Source: an optimization exercise on an open RTL-to-GDS flow (aim: small area). Production flows keep margins and buffers that such runs may drop.
Function was checked by simulation only, so behaviour that the tests miss may differ from the original.

==> inputs of run a <==
==> flow/design.v <==
module avg_line_sink #(
    parameter int PIXEL_WIDTH  = 8,
    parameter int IMAGE_WIDTH  = 128,
    parameter int IMAGE_HEIGHT = 4,
    parameter int SUM_WIDTH    = PIXEL_WIDTH + $clog2(IMAGE_WIDTH)
) (
    input  logic                              clk,
    input  logic                              arstn,
    input  logic [PIXEL_WIDTH-1:0]            din_data,
    input  logic                              din_valid,
    output logic [$clog2(IMAGE_WIDTH)-1:0]    col,
    output logic [$clog2(IMAGE_HEIGHT+1)-1:0] row,
    output logic                              line_done,
    output logic [SUM_WIDTH-1:0]              line_sum,
    output logic                              frame_done,
    output logic                              rd_avail,
    output logic                              rd_bank,
    input  logic                              rd_en,
    input  logic [$clog2(IMAGE_WIDTH)-1:0]    rd_addr,
    output logic [PIXEL_WIDTH-1:0]            rd_data,
    input  logic                              rd_release,
    output logic                              overflow
);
    localparam int CW = $clog2(IMAGE_WIDTH);
    localparam int RW = $clog2(IMAGE_HEIGHT + 1);
    localparam int HW = $clog2(IMAGE_HEIGHT);
    localparam logic [CW-1:0] COL_LAST = CW'(IMAGE_WIDTH - 1);
    localparam logic [HW-1:0] ROW_LAST = HW'(IMAGE_HEIGHT - 1);
    logic [1:0]             bank_full;
    logic                   wbank;
    logic [HW-1:0]          row_q;
    logic [SUM_WIDTH-1:0]   acc;
    logic [SUM_WIDTH-1:0]   acc_base;
    logic                   accept;
    logic                   drop;
    logic                   last_col;
    logic                   commit;
    logic                   release_ok;
    logic                   load_r;
    logic [PIXEL_WIDTH-1:0] wline [0:IMAGE_WIDTH-2];
    logic [PIXEL_WIDTH-1:0] xpix;
    logic [PIXEL_WIDTH-1:0] rline [0:IMAGE_WIDTH-1];
    assign accept     = din_valid && !bank_full[wbank];
    assign drop       = din_valid &&  bank_full[wbank];
    assign last_col   = (col == COL_LAST);
    assign commit     = accept && last_col;
    assign rd_avail   = |bank_full;
    assign release_ok = rd_release && rd_avail;
    assign load_r     = (commit && (!rd_avail || release_ok)) ||
                        (release_ok && (&bank_full));
    assign row = RW'(row_q);
    always_ff @(posedge clk or negedge arstn) begin
        if (!arstn) begin
            bank_full <= 2'b00;
        end else begin
            for (int b = 0; b < 2; b++) begin
                if (release_ok && (rd_bank == 1'(b))) bank_full[b] <= 1'b0;
                if (commit && (wbank == 1'(b)))       bank_full[b] <= 1'b1;
            end
        end
    end
    always_ff @(posedge clk) begin
        if (accept && !last_col) begin
            wline[0] <= din_data;
            for (int k = 1; k < IMAGE_WIDTH - 1; k++) wline[k] <= wline[k-1];
        end
        if (commit) begin
            xpix <= din_data;
        end
        if (load_r) begin
            rline[0] <= commit ? din_data : xpix;
            for (int k = 1; k < IMAGE_WIDTH; k++) rline[k] <= wline[k-1];
        end
    end
    assign acc_base = (col == '0) ? '0 : acc;
    always_ff @(posedge clk) begin
        if (accept) begin
            acc <= acc_base + SUM_WIDTH'(din_data);
        end
    end
    always_ff @(posedge clk or negedge arstn) begin
        if (!arstn) begin
            col        <= '0;
            row_q      <= '0;
            line_done  <= 1'b0;
            frame_done <= 1'b0;
            line_sum   <= '0;
            wbank      <= 1'b0;
            rd_bank    <= 1'b0;
            rd_data    <= '0;
            overflow   <= 1'b0;
        end else begin
            line_done  <= commit;
            frame_done <= commit && (row_q == ROW_LAST);
            if (accept) begin
                col <= col + CW'(1);
            end
            if (commit) begin
                line_sum <= acc_base + SUM_WIDTH'(din_data);
                wbank    <= ~wbank;
                row_q    <= row_q + HW'(1);
            end
            if (drop) begin
                overflow <= 1'b1;
            end
            if (release_ok) begin
                rd_bank <= ~rd_bank;
            end
            if (rd_en) begin
                rd_data <= rline[COL_LAST - rd_addr];
            end
        end
    end
endmodule
==> flow/run.sh <==
#!/bin/bash
# synth_recipe.tcl (not shown) runs the flow's synth.tcl, then flattens the netlist and writes it again
# the make line also repeats each setting of config.mk as NAME=value (left out here)
make -C /OpenROAD-flow-scripts/flow DESIGN_CONFIG=/design/flow/config.mk WORK_HOME=/design/flow/orfs CLKGATE_MAP_FILE= SYNTH_SCRIPT=/design/flow/synth_recipe.tcl finish
==> flow/config.mk <==
export PLATFORM = sky130hd
export DESIGN_NAME = avg_line_sink
export DESIGN_NICKNAME = avg_line_sink
export VERILOG_FILES = /design/flow/design.v
export SDC_FILE = /design/flow/constraint.sdc
export NUM_CORES = 4
export LEC_CHECK = 0
export CAP_MARGIN = 20
export CORE_MARGIN = 2
export CORE_UTILIZATION = 40
export SLEW_MARGIN = 20
==> flow/constraint.sdc <==
create_clock -name core_clock -period 4.0 [get_ports {clk}]
set_input_delay 0.8000 -clock core_clock [delete_from_list [all_inputs] [get_ports {clk}]]
set_output_delay 0.8000 -clock core_clock [all_outputs]
set_load 0.01 [all_outputs]
==> inputs of run b, as changes to run a <==
--- a/flow/design.v
+++ b/flow/design.v
@@ -73,4 +73,26 @@
         end
     end
+    localparam int NGRP = (IMAGE_WIDTH + 2) / 3;
+    logic [3*NGRP-1:0]      rd_sel;
+    logic [PIXEL_WIDTH-1:0] rd_word;
+    always_comb begin
+        rd_sel = '0;
+        for (int k = 0; k < IMAGE_WIDTH; k++) rd_sel[k] = (rd_addr == CW'(COL_LAST - k));
+    end
+    for (genvar b = 0; b < PIXEL_WIDTH; b++) begin : g_rd_bit
+        logic [NGRP-1:0] grp_n;
+        for (genvar j = 0; j < NGRP; j++) begin : g_grp
+            logic [2:0] d;
+            for (genvar i = 0; i < 3; i++) begin : g_in
+                if (3 * j + i < IMAGE_WIDTH) begin : g_pix
+                    assign d[i] = rline[3 * j + i][b];
+                end else begin : g_pad
+                    assign d[i] = 1'b0;
+                end
+            end
+            avg_line_sink_aoi3 u_aoi (.s(rd_sel[3 * j +: 3]), .d(d), .y(grp_n[j]));
+        end
+        assign rd_word[b] = ~&grp_n;
+    end
     assign acc_base = (col == '0) ? '0 : acc;
     always_ff @(posedge clk) begin
@@ -108,7 +130,14 @@
             end
             if (rd_en) begin
-                rd_data <= rline[COL_LAST - rd_addr];
+                rd_data <= rd_word;
             end
         end
     end
 endmodule
+module avg_line_sink_aoi3 (
+    input  logic [2:0] s,
+    input  logic [2:0] d,
+    output logic       y
+);
+    assign y = ~((s[0] & d[0]) | (s[1] & d[1]) | (s[2] & d[2]));
+endmodule
==> flow/flow/run.sh (new file) <==
#!/bin/bash
# Own flow: the standard layout (standard.sh), with a clock tree whose
# root and trunk use clkbuf_16 and whose leaves use small clkbuf_4 clusters,
# without dummy loads. make's full output goes to standard.log here; ORFS
# keeps each step's log under orfs/logs/.
set -euo pipefail
CTS_ARGS="-sink_clustering_enable -repair_clock_nets -dont_use_dummy_load"
CTS_ARGS+=" -buf_list sky130_fd_sc_hd__clkbuf_4"
CTS_ARGS+=" -root_buf sky130_fd_sc_hd__clkbuf_16 -tree_buf sky130_fd_sc_hd__clkbuf_16"
CTS_ARGS+=" -sink_clustering_size 10 -sink_clustering_max_diameter 30"
bash standard.sh "CTS_ARGS=$CTS_ARGS" finish > standard.log 2>&1
==> flow/standard.sh (new file) <==
#!/bin/bash
# synth_recipe.tcl (not shown) runs the flow's synth.tcl, then flattens the netlist and writes it again
# the make line also repeats each setting of config.mk as NAME=value (left out here)
make -C /OpenROAD-flow-scripts/flow DESIGN_CONFIG=/design/flow/config.mk WORK_HOME=/design/flow/orfs CLKGATE_MAP_FILE= SYNTH_SCRIPT=/design/flow/synth_recipe.tcl "${@:-finish}"
SYNTH_HIERARCHICAL = 1   (was not set)
SYNTH_MINIMUM_KEEP_SIZE = 0   (was not set)
removed: flow/run.sh
==> inputs of run c, as changes to run a <==
==> flow/design.v, changed modules only <==
module avg_line_sink #(
    parameter int PIXEL_WIDTH  = 8,
    parameter int IMAGE_WIDTH  = 128,
    parameter int IMAGE_HEIGHT = 4,
    parameter int SUM_WIDTH    = PIXEL_WIDTH + $clog2(IMAGE_WIDTH)
) (
    input  logic                              clk,
    input  logic                              arstn,
    input  logic [PIXEL_WIDTH-1:0]            din_data,
    input  logic                              din_valid,
    output logic [$clog2(IMAGE_WIDTH)-1:0]    col,
    output logic [$clog2(IMAGE_HEIGHT+1)-1:0] row,
    output logic                              line_done,
    output logic [SUM_WIDTH-1:0]              line_sum,
    output logic                              frame_done,
    output logic                              rd_avail,
    output logic                              rd_bank,
    input  logic                              rd_en,
    input  logic [$clog2(IMAGE_WIDTH)-1:0]    rd_addr,
    output logic [PIXEL_WIDTH-1:0]            rd_data,
    input  logic                              rd_release,
    output logic                              overflow
);
    localparam int CW = $clog2(IMAGE_WIDTH);
    localparam int RW = $clog2(IMAGE_HEIGHT + 1);
    localparam logic [CW-1:0] COL_LAST = CW'(IMAGE_WIDTH - 1);
    localparam logic [RW-1:0] ROW_LAST = RW'(IMAGE_HEIGHT - 1);
    localparam logic [CW:0]   ADDR_LIM = (CW + 1)'(IMAGE_WIDTH);
    typedef enum logic [1:0] {
        BANK_EMPTY   = 2'd0,
        BANK_FILLING = 2'd1,
        BANK_FULL    = 2'd2
    } bank_state_t;
    bank_state_t bank_st     [2];
    bank_state_t bank_st_nxt [2];
    logic [1:0]  bank_full;
    logic [PIXEL_WIDTH-1:0] mem [0:1][0:IMAGE_WIDTH-1];
    logic                 wbank;
    logic [SUM_WIDTH-1:0] acc;
    logic [SUM_WIDTH-1:0] pix_ext;
    logic                 accept;
    logic                 drop;
    logic                 last_col;
    logic                 commit;
    logic                 release_ok;
    assign pix_ext    = {{(SUM_WIDTH - PIXEL_WIDTH){1'b0}}, din_data};
    assign accept     = din_valid && !bank_full[wbank];
    assign drop       = din_valid &&  bank_full[wbank];
    assign last_col   = (col == COL_LAST);
    assign commit     = accept && last_col;
    assign release_ok = rd_release && rd_avail;
    always_ff @(posedge clk or negedge arstn) begin
        if (!arstn) begin
            bank_st[0] <= BANK_EMPTY;
            bank_st[1] <= BANK_EMPTY;
        end else begin
            bank_st[0] <= bank_st_nxt[0];
            bank_st[1] <= bank_st_nxt[1];
        end
    end
    always_comb begin
        for (int b = 0; b < 2; b++) begin
            bank_st_nxt[b] = bank_st[b];
            if (release_ok && (rd_bank == 1'(b))) begin
                bank_st_nxt[b] = BANK_EMPTY;
            end
            if (accept && (wbank == 1'(b))) begin
                bank_st_nxt[b] = last_col ? BANK_FULL : BANK_FILLING;
            end
        end
    end
    always_comb begin
        for (int b = 0; b < 2; b++) begin
            bank_full[b] = (bank_st[b] == BANK_FULL);
        end
    end
    assign rd_avail = |bank_full;
    always_ff @(posedge clk) begin
        if (accept) begin
            mem[wbank][col] <= din_data;
        end
    end
    always_ff @(posedge clk or negedge arstn) begin
        if (!arstn) begin
            col        <= '0;
            row        <= '0;
            acc        <= '0;
            line_done  <= 1'b0;
            frame_done <= 1'b0;
            line_sum   <= '0;
            wbank      <= 1'b0;
            rd_bank    <= 1'b0;
            rd_data    <= '0;
            overflow   <= 1'b0;
        end else begin
            line_done  <= commit;
            frame_done <= commit && (row == ROW_LAST);
            if (accept) begin
                if (last_col) begin
                    col      <= '0;
                    acc      <= '0;
                    line_sum <= acc + pix_ext;
                    wbank    <= ~wbank;
                    row      <= (row == ROW_LAST) ? '0 : row + RW'(1);
                end else begin
                    col <= col + CW'(1);
                    acc <= acc + pix_ext;
                end
            end
            if (drop) begin
                overflow <= 1'b1;
            end
            if (release_ok) begin
                rd_bank <= ~rd_bank;
            end
            if (rd_en) begin
                if ({1'b0, rd_addr} < ADDR_LIM) begin
                    rd_data <= mem[rd_bank][rd_addr];
                end else begin
                    rd_data <= '0;
                end
            end
        end
    end
endmodule
==> impl_metrics.json <==
{
  "status": "no timing/DRC/antenna violations",
  "seq_cells": 2102,
  "rows": 152,
  "routed_wl_mm": 145,
  "finalWorstSetupSlack_ns": 0.221,
  "finalHoldWorstSlack_ns": 0.355,
  "grt_pass1_wl_mm": 212,
  "path_delay_family": "simple AND/OR/NAND/NOR gates",
  "tightest_slew_ns": 1.12
}
That was run b.
==> impl_metrics.json <==
{
  "slew_headroom_pct": 16.5,
  "wl_met1_mm": 79.9,
  "seq_cells": 2102,
  "routed_wl_mm": 198,
  "path_delay_family": "simple AND/OR/NAND/NOR gates",
  "grt_pass1_wl_mm": 274,
  "busiest_layer": "met1",
  "r2r-start": "col[2]",
  "worst_setup_path_start_kind": "register",
  "nNonClkInverters": 12,
  "final_cells": 6313,
  "multi_input_area_sq_um": 8160,
  "fin_skew_ns": 0.0340,
  "finalWorstSetupSlack_ns": 0.458,
  "rows": 155,
  "tightest_slew_ns": 1.25,
  "status": "no timing/DRC/antenna violations"
}
That was run a.
==> impl_metrics.json <==
{
  "status": "no timing/DRC/antenna violations",
  "grt_pass1_wl_mm": 308,
  "synth_top_area_share_pct": 75.1,
  "insertion_delay_ns": 0.85,
  "path_delay_family": "compound AO/OA/AOI/OAI gates",
  "finalWorstSetupSlack_ns": 0.565,
  "synthCells": 3912,
  "synth.distinct_cells": 54,
  "final_cell_mix": "2048 x edfxtp_1, 473 x mux4_2, 444 x buf_4",
  "finalHoldWorstSlack_ns": 0.290,
  "rows": 166,
  "routed_wl_mm": 215,
  "seq_cells": 2105,
  "tightest_slew_ns": 1.14,
  "r2r-start": "mem[210][7]",
  "synth_fa_ha_area_share_pct": 0.223
}
That was run c.

==> what the ideal ports hide <==
The flow's constraints put no driver on any port. The routed layouts listed below were extracted and timed again, unchanged, in two steps.
Step 1 (the two cells are an assumption about what drives the block):
set clk [get_ports {clk}]
set_driving_cell -lib_cell sky130_fd_sc_hd__clkbuf_16 $clk
set_driving_cell -lib_cell sky130_fd_sc_hd__buf_2 [delete_from_list [all_inputs] $clk]
Step 2 moves the port delays by t, midway between the first and last clock arrival at a register: inputs arrive t later, outputs are due t later. That takes back most of the time a late clock gives input paths.
Three values: ideal ports, drivers, drivers and shift; two values: the first two.
| run | t, ns | slack for setup (ns) | latest minus earliest clock arrival (ns) |
|---|---|---|---|
| run a | 0.909 | 0.458 / 0.458 / -0.016 | 0.047 / 0.047 |
| run b | 0.931 | 0.221 / 0.273 / -0.658 | 0.106 / 0.105 |
| run c | 0.913 | 0.565 / 0.595 / -0.318 | 0.062 / 0.062 |
With both steps, setup timing fails in every run listed, where it was met with ideal ports. For run c, which loses most, drivers alone change the setup slack by +0.030 ns; drivers and shift together by -0.883 ns.
